This is an optimization exercise on Yosys and OpenROAD, whose aim is small area, a short achievable clock period and few clock cycles per item, not a production implementation.
The RTL was checked by simulation tests, not by an equivalence proof against the original design.
Power and IR drop assume default switching activity.

===== flow/design.v =====
`timescale 1ns / 1ps
package pwhm_pkg;
    typedef struct packed {
        logic        [2:0]  operation;
        logic        [7:0]  char_byte;
        logic signed [31:0] priority_req;
    } t_in_beat;
    typedef struct packed {
        logic [2:0] status;
        logic [2:0] entry_index;
    } t_out_beat;
    localparam logic [2:0] OP_PAT    = 3'd0;
    localparam logic [2:0] OP_COMMIT = 3'd1;
    localparam logic [2:0] OP_HOST   = 3'd2;
    localparam logic [2:0] OP_END    = 3'd3;
    localparam logic [2:0] OP_SORT   = 3'd4;
    localparam logic [2:0] ST_ADDED    = 3'd0;
    localparam logic [2:0] ST_FULL     = 3'd1;
    localparam logic [2:0] ST_TOO_LONG = 3'd2;
    localparam logic [2:0] ST_MATCH    = 3'd3;
    localparam logic [2:0] ST_NO_MATCH = 3'd4;
    localparam logic [7:0] STAR_CH  = 8'h2A;
    localparam logic [7:0] QMARK_CH = 8'h3F;
    localparam logic [7:0] STAR_CODE  = 8'h58;
    localparam logic [7:0] QMARK_CODE = 8'h59;
    function automatic logic [7:0] f_lower(input logic [7:0] c);
        logic [7:0] r;
        r = c;
        if (c >= 8'h41 && c <= 8'h5A) begin
            r = c + 8'h20;
        end
        f_lower = r;
    endfunction
endpackage
`timescale 1ns / 1ps
module priority_wildcard_host_matcher #(
    parameter int ENTRIES     = 8,
    parameter int PATTERN_LEN = 63
) (
    input  logic                i_clk,
    input  logic                i_rst_n,
    input  logic                i_in_valid,
    output logic                o_in_ready,
    input  logic [42:0]         i_in_data,
    output logic                o_out_valid,
    input  logic                i_out_ready,
    output logic [5:0]          o_out_data
);
    pwhm_pkg::t_in_beat  w_in;
    assign w_in = pwhm_pkg::t_in_beat'(i_in_data);
    localparam int E   = ENTRIES;
    localparam int P   = PATTERN_LEN;
    localparam int IW  = (E > 1) ? $clog2(E) : 1;
    localparam int CW  = $clog2(E + 1);
    localparam int LW  = $clog2(P + 1);
    localparam int NQ  = 4;                  
    localparam int WIN = 16;                 
    localparam int WB  = P - WIN;            
    localparam int LR  = P - WIN;            
    localparam int QW  = $clog2(NQ + 1);
    logic               r_v1;
    logic               r_vcom1;             
    logic               r_vend1;             
    logic               r_vhs1;              
    logic [2:0]         r_op1;
    logic [7:0]         r_ch1;
    logic               r_chz1;              
    logic               r_star1;             
    logic               r_qm1;               
    logic signed [31:0] r_pr1;
    logic               r_rdy;
    logic [QW-1:0]      r_pend;              
    logic               w_acc;
    logic               w_acc_res;
    logic               w_pop;
    logic [QW-1:0]      w_pend_nx;
    logic               w_stall_nx;          
    logic               w_room;              
    assign o_in_ready = r_rdy;
    assign w_acc      = i_in_valid && r_rdy;
    assign w_acc_res  = w_acc && ((w_in.operation == pwhm_pkg::OP_COMMIT) ||
                                  (w_in.operation == pwhm_pkg::OP_END));
    assign w_pop      = o_out_valid && i_out_ready;
    assign w_pend_nx  = r_pend + QW'(w_acc_res) - QW'(w_pop);
    always_comb begin
        w_room = 1'b0;
        for (int n = 0; n <= NQ; n++) begin
            if (r_pend == QW'(n)) begin
                if (n < NQ - 1) begin
                    w_room = 1'b1;
                end else if (n == NQ - 1) begin
                    w_room = !w_acc_res || w_pop;
                end else begin
                    w_room = w_pop && !w_acc_res;
                end
            end
        end
    end
    always_ff @(posedge i_clk) begin
        if (!i_rst_n) begin
            r_v1   <= 1'b0;
            r_vcom1 <= 1'b0;
            r_vend1 <= 1'b0;
            r_vhs1  <= 1'b0;
            r_rdy  <= 1'b1;
            r_pend <= '0;
        end else begin
            r_v1   <= w_acc;
            r_vcom1 <= w_acc && (w_in.operation == pwhm_pkg::OP_COMMIT);
            r_vend1 <= w_acc && (w_in.operation == pwhm_pkg::OP_END);
            r_vhs1  <= w_acc && (w_in.operation == pwhm_pkg::OP_HOST) && (w_in.char_byte != 8'h00);
            r_rdy  <= w_room && !w_stall_nx;
            r_pend <= w_pend_nx;
        end
        r_op1 <= w_in.operation;
        r_pr1 <= w_in.priority_req;
        if (w_acc) begin
            r_ch1  <= pwhm_pkg::f_lower(w_in.char_byte);
            r_chz1 <= (w_in.char_byte == 8'h00);
            r_star1 <= (w_in.char_byte == pwhm_pkg::STAR_CH);
            r_qm1   <= (w_in.char_byte == pwhm_pkg::QMARK_CH);
        end
    end
    localparam logic [1:0] B_IDLE = 2'd0;
    localparam logic [1:0] B_APP  = 2'd1;    
    localparam logic [1:0] B_PASS = 2'd2;    
    logic w_pat_raw, w_pat, w_commit, w_host, w_end, w_sort;
    logic w_ch_zero;
    assign w_pat_raw = r_v1 && (r_op1 == pwhm_pkg::OP_PAT);
    assign w_commit  = r_vcom1;
    assign w_host    = r_v1 && (r_op1 == pwhm_pkg::OP_HOST);
    assign w_end     = r_vend1;
    assign w_sort    = r_v1 && (r_op1 == pwhm_pkg::OP_SORT);
    assign w_ch_zero = r_chz1;
    logic [CW-1:0]  r_cnt;                   
    logic [E-1:0]   r_valid;                 
    logic [E-1:0]   r_slot;                  
    logic [LW-1:0]  r_blen;                  
    logic [LW-1:0]  r_slen;                  
    logic           r_ovf;
    logic           r_term;
    logic           r_pstar;                 
    logic           r_fstar;                 
    logic           r_hterm;
    logic           r_slow;                  
    logic [1:0]     r_bm;                    
    logic           r_pgo;                   
    logic           r_pdone;                 
    logic [LW-1:0]  r_g;                     
    logic           r_aln;                   
    logic [LW-1:0]  w_g_nx;
    logic           w_is_star;
    logic           w_take_c;                
    logic           w_store_c;               
    logic           w_app_c;                 
    logic           w_aligned;
    logic           w_defer;
    logic           w_pat_take;
    logic           w_pat_store;
    logic           w_app;                   
    logic           w_full;
    logic           w_add;
    logic           w_step;
    logic           w_fast;
    logic           w_sstart;
    logic           w_proc;                  
    logic           w_wstep;                 
    logic           w_long;
    logic [7:0]     w_code;
    assign w_is_star   = r_star1;
    assign w_take_c    = !r_term && !w_ch_zero && (r_blen < LW'(P));
    assign w_store_c   = w_take_c && !(w_is_star && r_pstar);
    assign w_app_c     = w_store_c && (|r_slot) && (r_slen[LW-1:4] != '0);
    assign w_aligned   = r_aln;
    assign w_g_nx      = (r_g == LW'(LR - 1)) ? '0 : r_g + 1'b1;
    assign w_defer     = w_pat_raw && w_app_c && !w_aligned;
    assign w_pat       = (w_pat_raw && !w_defer) || ((r_bm == B_APP) && w_aligned);
    assign w_pat_take  = w_pat && w_take_c;
    assign w_pat_store = w_pat && w_store_c;
    assign w_app       = w_pat && w_app_c;
    assign w_full      = (r_cnt >= CW'(E));
    assign w_add       = w_commit && !w_full && !r_ovf;
    assign w_step      = r_vhs1 && !r_hterm;
    assign w_fast      = w_step && !r_slow;
    assign w_sstart    = w_step && r_slow;
    assign w_proc      = (r_bm == B_PASS) && !r_pdone && (r_pgo || (r_g == '0));
    assign w_wstep     = (r_bm == B_PASS) && r_pdone;
    assign w_long      = (r_slen > LW'(WIN));
    assign w_stall_nx  = (w_acc && (w_in.operation == pwhm_pkg::OP_HOST) &&
                          (r_slow || (w_add && w_long))) ||
                         (w_acc && (w_in.operation == pwhm_pkg::OP_PAT) &&
                          (r_slen >= LW'(WIN - 1))) ||
                         w_defer || w_sstart || (r_bm != B_IDLE);
    assign w_code      = w_is_star ? pwhm_pkg::STAR_CODE :
                         r_qm1 ? pwhm_pkg::QMARK_CODE : r_ch1;
    always_ff @(posedge i_clk) begin
        if (!i_rst_n) begin
            r_cnt   <= '0;
            r_valid <= '0;
            r_slot  <= E'(1);
            r_blen  <= '0;
            r_slen  <= '0;
            r_ovf   <= 1'b0;
            r_term  <= 1'b0;
            r_pstar <= 1'b0;
            r_fstar <= 1'b0;
            r_hterm <= 1'b0;
            r_slow  <= 1'b0;
            r_bm    <= B_IDLE;
            r_pgo   <= 1'b0;
            r_pdone <= 1'b0;
            r_g     <= '0;
            r_aln   <= 1'b0;
        end else begin
            r_g <= w_g_nx;
            if (w_commit) begin
                r_aln <= 1'b0;
            end else if (w_pat_store) begin
                r_aln <= ((w_g_nx + LW'(WIN - 1)) == r_slen);
            end else begin
                r_aln <= ((w_g_nx + LW'(WIN)) == r_slen);
            end
            if (w_pat && !r_term) begin
                if (w_ch_zero) begin
                    r_term <= 1'b1;
                end else if (r_blen >= LW'(P)) begin
                    r_ovf <= 1'b1;
                end
            end
            if (w_pat_take) begin
                r_blen <= r_blen + 1'b1;
            end
            if (w_pat_store) begin
                r_slen  <= r_slen + 1'b1;
                r_pstar <= w_is_star;
                if (r_slen == '0) begin
                    r_fstar <= w_is_star;
                end
            end
            if (w_commit) begin
                r_blen  <= '0;
                r_slen  <= '0;
                r_ovf   <= 1'b0;
                r_term  <= 1'b0;
                r_pstar <= 1'b0;
                r_fstar <= 1'b0;
            end
            if (w_add) begin
                if (w_long) begin
                    r_slow <= 1'b1;
                end
                r_cnt   <= r_cnt + 1'b1;
                r_valid <= r_valid | r_slot;
                r_slot  <= r_slot << 1;
            end
            if (w_host && w_ch_zero) begin
                r_hterm <= 1'b1;
            end
            if (w_end) begin
                r_hterm <= 1'b0;
            end
            unique case (r_bm)
                B_IDLE: begin
                    if (w_defer) begin
                        r_bm <= B_APP;
                    end else if (w_sstart) begin
                        r_bm    <= B_PASS;
                        r_pgo   <= 1'b0;
                        r_pdone <= 1'b0;
                    end
                end
                B_APP: begin
                    if (w_aligned) begin
                        r_bm <= B_IDLE;
                    end
                end
                B_PASS: begin
                    if (w_proc) begin
                        r_pgo <= 1'b1;
                        if (r_g == LW'(LR - 1)) begin
                            r_pdone <= 1'b1;
                        end
                    end
                    if (w_wstep) begin
                        r_bm <= B_IDLE;
                    end
                end
                default: begin
                    r_bm <= B_IDLE;
                end
            endcase
        end
    end
    logic [7:0]         r_win   [E][WB:P-1];  
    logic [7:0]         r_rb    [E][LR];      
    logic [LR-1:0]      r_rr    [E];          
    logic [LW-1:0]      r_len   [E];          
    logic [P:WB]        r_reach [E];          
    logic signed [31:0] r_prio  [E];
    logic [E-1:0]       r_fs;                 
    logic [E-1:0]       r_fresh;              
    logic [E-1:0]       w_hit;
    for (genvar e = 0; e < E; e++) begin : g_ent
        logic [P-1:WB-2] w_star;             
        logic [P-1:WB-2] w_adv;              
        logic [P:WB-2]   w_r;
        logic [P:WB]     w_init;
        logic [P:WB]     w_next;
        logic [LW-1:0]   w_l;
        logic            w_new;
        logic            w_f;
        logic            w_s_sq, w_s_star, w_s_adv, w_s_in, w_s_old, w_s_new;
        logic            r_h1r, r_h1a, r_h1s, r_h2r, r_h2a;
        assign w_new = w_add && r_slot[e];
        assign w_l   = w_new ? r_slen : r_len[e];
        assign w_f   = w_new ? r_fstar : r_fs[e];
        for (genvar k = WB; k < P; k++) begin : g_pos
            logic w_sq;
            assign w_sq       = (r_win[e][k][7:1] == pwhm_pkg::STAR_CODE[7:1]);
            assign w_star[k]  = w_sq && !r_win[e][k][0];
            assign w_adv[k]   = (w_sq && r_win[e][k][0]) || (r_win[e][k] == r_ch1);
        end
        assign w_star[WB-1] = r_slow && r_h1s;
        assign w_adv[WB-1]  = r_h1a;
        assign w_adv[WB-2]  = r_h2a;
        assign w_star[WB-2] = 1'b0;
        assign w_r[WB-1]    = r_slow && r_h1r;
        assign w_r[WB-2]    = r_slow && r_h2r;
        assign w_r[P:WB]    = r_reach[e];
        for (genvar k = WB; k <= P; k++) begin : g_win
            logic w_a;
            if (k < P) begin : g_self
                assign w_a = w_r[k] && w_star[k];
            end else begin : g_noself
                assign w_a = 1'b0;
            end
            assign w_next[k] = w_a || (w_r[k-1] && (w_adv[k-1] || w_star[k-1])) ||
                               (w_star[k-1] && w_r[k-2] && w_adv[k-2]);
            assign w_init[k] = (w_l == LW'(P - k)) || (w_f && (w_l == LW'(P + 1 - k)));
        end
        assign w_s_in   = (r_g + LW'(WIN)) < r_len[e];
        assign w_s_sq   = (r_rb[e][0][7:1] == pwhm_pkg::STAR_CODE[7:1]);
        assign w_s_star = w_s_sq && !r_rb[e][0][0];
        assign w_s_adv  = (w_s_sq && r_rb[e][0][0]) || (r_rb[e][0] == r_ch1);
        assign w_s_old  = r_fresh[e] ? ((r_g == '0) || (r_fs[e] && (r_g == LW'(1))))
                                     : r_rr[e][0];
        assign w_s_new  = w_s_in && ((w_s_old && w_s_star) ||
                                     (r_h1r && (r_h1a || r_h1s)) ||
                                     (r_h1s && r_h2r && r_h2a));
        always_ff @(posedge i_clk) begin
            if (w_pat_store && r_slot[e]) begin
                for (int k = WB; k < P - 1; k++) begin
                    r_win[e][k] <= r_win[e][k+1];
                end
                r_win[e][P-1] <= w_code;
            end
            for (int k = 0; k < LR - 1; k++) begin
                r_rb[e][k] <= r_rb[e][k+1];
            end
            r_rb[e][LR-1] <= (w_app && r_slot[e]) ? r_win[e][WB] : r_rb[e][0];
            r_rr[e] <= {(w_proc ? w_s_new : r_rr[e][0]), r_rr[e][LR-1:1]};
            if (w_new) begin
                r_len[e]  <= r_slen;
                r_fs[e]   <= r_fstar;
                r_prio[e] <= r_pr1;
            end
            if (w_fast || w_wstep) begin
                r_reach[e] <= w_next;
            end else if (w_end || w_new) begin
                r_reach[e] <= w_init;
            end
            if (w_end || w_new) begin
                r_fresh[e] <= 1'b1;
            end else if (w_wstep) begin
                r_fresh[e] <= 1'b0;
            end
            if (w_sstart) begin
                r_h1r <= 1'b0;
                r_h1a <= 1'b0;
                r_h1s <= 1'b0;
                r_h2r <= 1'b0;
                r_h2a <= 1'b0;
            end else if (w_proc && w_s_in) begin
                r_h1r <= w_s_old;
                r_h1a <= w_s_adv;
                r_h1s <= w_s_star;
                r_h2r <= r_h1r;
                r_h2a <= r_h1a;
            end
        end
        assign w_hit[e] = r_valid[e] && r_reach[e][P];
    end
    logic [E-1:0] r_bef [E];
    logic [E-1:0] r_lt  [E];
    logic [E-1:0] r_eq  [E];
    for (genvar j = 0; j < E - 1; j++) begin : g_cmp
        logic w_clt, w_ceq;
        assign w_clt = (r_prio[j] < r_pr1);
        assign w_ceq = (r_prio[j] == r_pr1);
        for (genvar e = j + 1; e < E; e++) begin : g_pair
            always_ff @(posedge i_clk) begin
                if (w_add && r_slot[e]) begin
                    r_lt[j][e]  <= w_clt;
                    r_eq[j][e]  <= w_ceq;
                    r_bef[j][e] <= 1'b1;
                end else if (w_sort) begin
                    r_bef[j][e] <= r_lt[j][e] || (r_eq[j][e] && r_bef[j][e]);
                end
            end
        end
    end
    logic [E-1:0]  w_win;
    logic [IW-1:0] w_widx;
    logic          w_found;
    always_comb begin
        for (int e = 0; e < E; e++) begin
            w_win[e] = w_hit[e];
            for (int j = 0; j < E; j++) begin
                if (j < e) begin
                    if (w_hit[j] && r_bef[j][e]) w_win[e] = 1'b0;
                end else if (j > e) begin
                    if (w_hit[j] && !r_bef[e][j]) w_win[e] = 1'b0;
                end
            end
        end
        w_widx = '0;
        for (int e = 0; e < E; e++) begin
            if (w_win[e]) w_widx = w_widx | IW'(e);
        end
        w_found = |w_hit;
    end
    logic       w_push;
    logic [5:0] w_res;
    assign w_push = w_commit || w_end;
    always_comb begin
        if (w_end) begin
            w_res = w_found ? {pwhm_pkg::ST_MATCH, 3'(w_widx)} : {pwhm_pkg::ST_NO_MATCH, 3'd0};
        end else if (w_full) begin
            w_res = {pwhm_pkg::ST_FULL, 3'd0};
        end else if (r_ovf) begin
            w_res = {pwhm_pkg::ST_TOO_LONG, 3'd0};
        end else begin
            w_res = {pwhm_pkg::ST_ADDED, 3'(r_cnt)};
        end
    end
    localparam int PW = $clog2(NQ);
    logic [5:0]    r_q [NQ];
    logic [PW-1:0] r_rd;
    logic [PW-1:0] r_wr;
    logic [QW-1:0] r_qn;
    logic          r_qv;
    logic [5:0]    r_out;
    logic [PW-1:0] w_rd_nx;
    logic [QW-1:0] w_qn_nx;
    logic          w_bypass;
    assign w_rd_nx  = r_rd + PW'(w_pop);
    assign w_qn_nx  = r_qn + QW'(w_push) - QW'(w_pop);
    assign w_bypass = (r_qn - QW'(w_pop)) == '0;
    always_ff @(posedge i_clk) begin
        if (!i_rst_n) begin
            r_rd <= '0;
            r_wr <= '0;
            r_qn <= '0;
            r_qv <= 1'b0;
        end else begin
            r_rd <= w_rd_nx;
            if (w_push) begin
                r_wr <= r_wr + 1'b1;
            end
            r_qn <= w_qn_nx;
            r_qv <= w_qn_nx != '0;
        end
        if (w_push) begin
            r_q[r_wr] <= w_res;
        end
        r_out <= w_bypass ? w_res : r_q[w_rd_nx];
    end
    assign o_out_valid = r_qv;
    assign o_out_data  = r_out;
endmodule

===== flow/flow/run.sh =====
#!/bin/bash
# Standard ORFS layout (the standard.sh, unchanged synthesis), with timing repair aimed
# well below the clock period so that the achieved period is short, and a clock tree with
# smaller leaf buffers (clkbuf_8 driving clusters of up to 16 flip-flops) in place of the
# default clkbuf_16 leaves. Ports are buffered with buf_4 (the standard flow's port buffers can
# come out as slow delay cells that timing repair may not swap).
set -euo pipefail
export CTS_ARGS="-sink_clustering_enable -repair_clock_nets -sink_clustering_size 16 -sink_clustering_max_diameter 60 -sink_clustering_buffer sky130_fd_sc_hd__clkbuf_8 -buf_list {sky130_fd_sc_hd__clkbuf_8 sky130_fd_sc_hd__clkbuf_16}"
export BUFFER_PORTS_ARGS="-buffer_cell sky130_fd_sc_hd__buf_4"
bash standard.sh SETUP_SLACK_MARGIN=6.5 finish > standard_flow.log 2>&1

===== flow/standard.sh =====
#!/bin/bash
# synth_recipe.tcl (not shown) runs the flow's synth.tcl, then flattens the netlist and writes it again
# the make line also repeats each setting of config.mk as NAME=value (left out here)
make -C /OpenROAD-flow-scripts/flow DESIGN_CONFIG=/design/flow/config.mk WORK_HOME=/design/flow/orfs CLKGATE_MAP_FILE= SYNTH_SCRIPT=/design/flow/synth_recipe.tcl "${@:-finish}"

===== flow/config.mk =====
export PLATFORM = sky130hd
export DESIGN_NAME = priority_wildcard_host_matcher
export DESIGN_NICKNAME = priority_wildcard_host_matcher
export VERILOG_FILES = /design/flow/design.v
export SDC_FILE = /design/flow/constraint.sdc
export NUM_CORES = 4
export LEC_CHECK = 0
export CAP_MARGIN = 20
export CORE_MARGIN = 2
export CORE_UTILIZATION = 65
export SLEW_MARGIN = 20

===== flow/constraint.sdc =====
create_clock -name core_clock -period 10.0 [get_ports {i_clk}]
set_input_delay 2.0000 -clock core_clock [delete_from_list [all_inputs] [get_ports {i_clk}]]
set_output_delay 2.0000 -clock core_clock [all_outputs]
set_load 0.01 [all_outputs]

==> run summary <==
==> sequential cells by signal (all words and copies together) (netlist names), 8 cells and up <==
signal       cells
r_slot           8
r_len           48
g_ent.r_h1a      8
r_lt            28
r_bef           28
r_eq            28
g_ent.r_h1s      8
g_ent.r_h1r      8
r_reach        136
r_fresh          8
r_pr1           32
r_ch1            8
g_ent.r_h2r      8
r_rb          3008
g_ent.r_h2a      8
r_win         1024
r_valid          8
r_prio         224
r_q             24
r_fs             8
r_rr           376
==> worst max-delay path, cell delays in order (launching register included) <==
cell,delay [ns]
edfxtp_1,0.56
a211o_1,0.33
a31oi_2,0.28
and3_2,0.54
and2_4,0.71
buf_6,0.59
==> layout make-up <==
cell class | instances | area, um^2 | area share [%]
Inverter | 171 | 642 | 0.398
Clock inverter | 120 | 613 | 0.381
Timing Repair Buffer | 117 | 1050 | 0.650
Clock buffer | 400 | 6140 | 3.81
Sequential cell | 5097 | 117000 | 72.5
Multi-Input combinational cell | 4378 | 32000 | 19.9
Tap cell | 3026 | 3790 | 2.35
Antenna cell | 16 | 40.0 | 0.0249
==> metal layers <==
metal	share of wire [%]	routed length, um	track usage (%)	vias up
li1	-	-	-	35000
met4	3.4	9530	7.89	14
met2	45	128000	37.3	1983
met1	45	128000	33.8	36500
met3	6.0	17100	4.14	589
met5	0.033	94	0	-
==> repair_timing <==
item                                    CTS  global route
buffers inserted                          4             1
gates resized for setup                  36            19
pin swaps                                 1             2
gates cloned                              1             2
endpoints found under the setup margin  683           364
hold buffers                              0             0
==> metrics by stage <==
| stage | worst slack, ns | total power (W) |
|---|---|---|
| after floorplan | 6.43 | 0.0225 |
| after global placement | 6.04 | 0.0229 |
| after detailed placement | 5.92 | 0.0229 |
| after CTS | 6.27 | 0.0330 |
| after global routing | 6.40 | 0.0339 |
| final | 6.52 | 0.0327 |
==> worst max path at each step <==
| stage | cells past startpoint | slack [ns] | endpoint |
|---|---|---|---|
| final | 5 | 6.52 | r_win[62][2] |
| after global routing | 5 | 6.40 | r_win[63][0] |
| after CTS | 5 | 6.27 | r_win[44][6] |
| after detailed placement | 5 | 5.92 | r_win[98][5] |
| after global placement | 12 | 6.04 | r_pend[2] |
| after floorplan | 6 | 6.43 | r_win[100][0] |
==> report_power, final <==
part | total (W) | switching, W | internal (W)
registers | 0.0214 | 0.000119 | 0.0212
logic | 0.00108 | 0.000654 | 0.000423
clock network | 0.0103 | 0.00609 | 0.00419
==> logic make-up after synthesis <==
family / count (synthesis) / share of synthesized area [%]
flops: 5097 / 77.7
mux: 156 / 1.17
simple gates: 1780 / 6.51
compound gates: 1035 / 4.57
xor+xnor: 1113 / 6.49
fa+ha+maj: 291 / 2.43
buf+inv: 373 / 1.09
==> synth_stat cells (141+ instances only) <==
library cell  count  area share [%]
ha_1            289             2.4
a21o_1          141            0.70
nor2_1          399             1.0
xnor2_1         550             3.2
nand4_1         188            0.78
edfxtp_1       1475              29
o21ai_0         193            0.64
inv_1           167            0.42
nand2_1         355            0.89
xor2_1          563             3.3
nor4_1          165            0.69
a21oi_1         215            0.72
dfxtp_1        3622              48
==> impl_metrics.ini <==
[outcome]
status = no timing/DRC/antenna violations

[cells_and_area]
fin_util_pct = 70.1
nets = 10500
layout-area-overhead-vs-synth_pct = 7.22
final_area_um2 = 161000
drive_above_1_share_pct = 7.36
layout_common_cells = dfxtp_1, edfxtp_1, xor2_1
nFillCells = 15300
final_cells = 13300
mostFrequentLayoutCell = dfxtp_1

[clock_tree]
clockBufferDepth = 4
clkSinkCount = 5097
clock_latency_ns = 0.93
cts.clk_slew.worst_paths_ns = 0.09
cts-root-buf = clkbuf_16
cts_buffers = 380
htree_levels = 5
cts_tree = built

[routing]
wl_per_cell_um = 21.2
drc_errors = 0
wl_um = 283000
dr.first_iter.drc_count = 5425
ant_nets = 0
dr_total_vias = 74000
vias_per_cell = 5.55
drt_pass1_iterations = 8

[setup_path]
cp-end-kind = register
arrival_ns = 4.04
crit_fanout = 74
r2r_start = r_star1
rr_worst_depth = 5
worstReg2RegEnd = r_win[62][2]
r2r_slack_ns = 6.52
cp_data_required_time_ns = 10.56
critical_path_class = reg2reg
crit_path_start = r_star1
cp-start-kind = register

[sta]
min_period_ns = 3.48
tightest_slew_ns = 1.13
fin_crit_sh_pct = 34.8
tns_ns = 0
finalHoldViolations = 0
fin_worst_skew_ns = 0.0711
hold_ws_ns = 0.293
grt_setup_unrepaired = yes
finalSetupViolCount = 0
relSlewSlack_pct = 24.9
slew_violations = 0
max_freq_mhz = 287

[global_route]
grt_max_degree = 105
overflow = 0
grt_pass1_wl_um = 431000
grt_use_total_pct = 23.7
grt_pass1_vias = 74000
antenna_found_initial = 22

[placed_design]
routabilityCongestion = 0.906
hpwl_um = 181000
placed_area_um2 = 154000
dpl.cell_count = 12800
port_buffers = 54

[logic_synthesis]
synth_edf_count = 1475
ys_ff_latch = 5097
synth_cells = 9845
synth.avg_cell_area_um2 = 15.3
yosysSeqAreaShare_pct = 77.7
async_flop_share_pct = 0
synth_ff_type = dfxtp_1
synthDistinctLibCells = 99
syn_nets = 10200
synthesis.area_um2 = 150000
yosysWarnings = 10

[floorplan]
die_w_um = 485
core_um2 = 230000
ios = 55
fp.dieH_um = 485
die-area_um2 = 235000
num_rows = 176
start_util_pct = 65.4

[run]
maxCapViolations = 0

[min_path]
hp-class = reg2reg
hp-start = r_rr[5][26]
hold-path-cell-count = 0
whs_endpoint = r_rr[5][25]

[power_and_ir_drop]
ir_drop_v = 0.000161
powerDensity_nw_per_um2 = 203
power_leakage_nw = 60.4
Testbench counts, summed over its fixed seeds: cycles 16,055, items 16,039.

[static timing again, ports no longer ideal]
No port has a modelled driver above. Below, the same layout with a new extraction and two added sets of constraints.
Step 1 assumes that a clkbuf_16 drives the clock port and a buf_2 every other input.
Step 2 times the ports against the registers' clock, not the clock port: input delays grow and output delays shrink by t, the midpoint of the rising clock arrivals with the driver on.
Slacks: ideal ports / drivers / drivers and shift; pairs: ideal ports / drivers.
t, ns: 0.994
setup slack, ns: 6.518 / 6.435 / 5.913
hold WS [ns]: 0.293 / 0.293 / 0.293
slew at the worst register clock pin (ns): 0.11 / 0.11
After both steps this run still meets setup and hold. For this run, drivers alone change the setup slack by -0.083 ns; drivers and shift together by -0.605 ns.
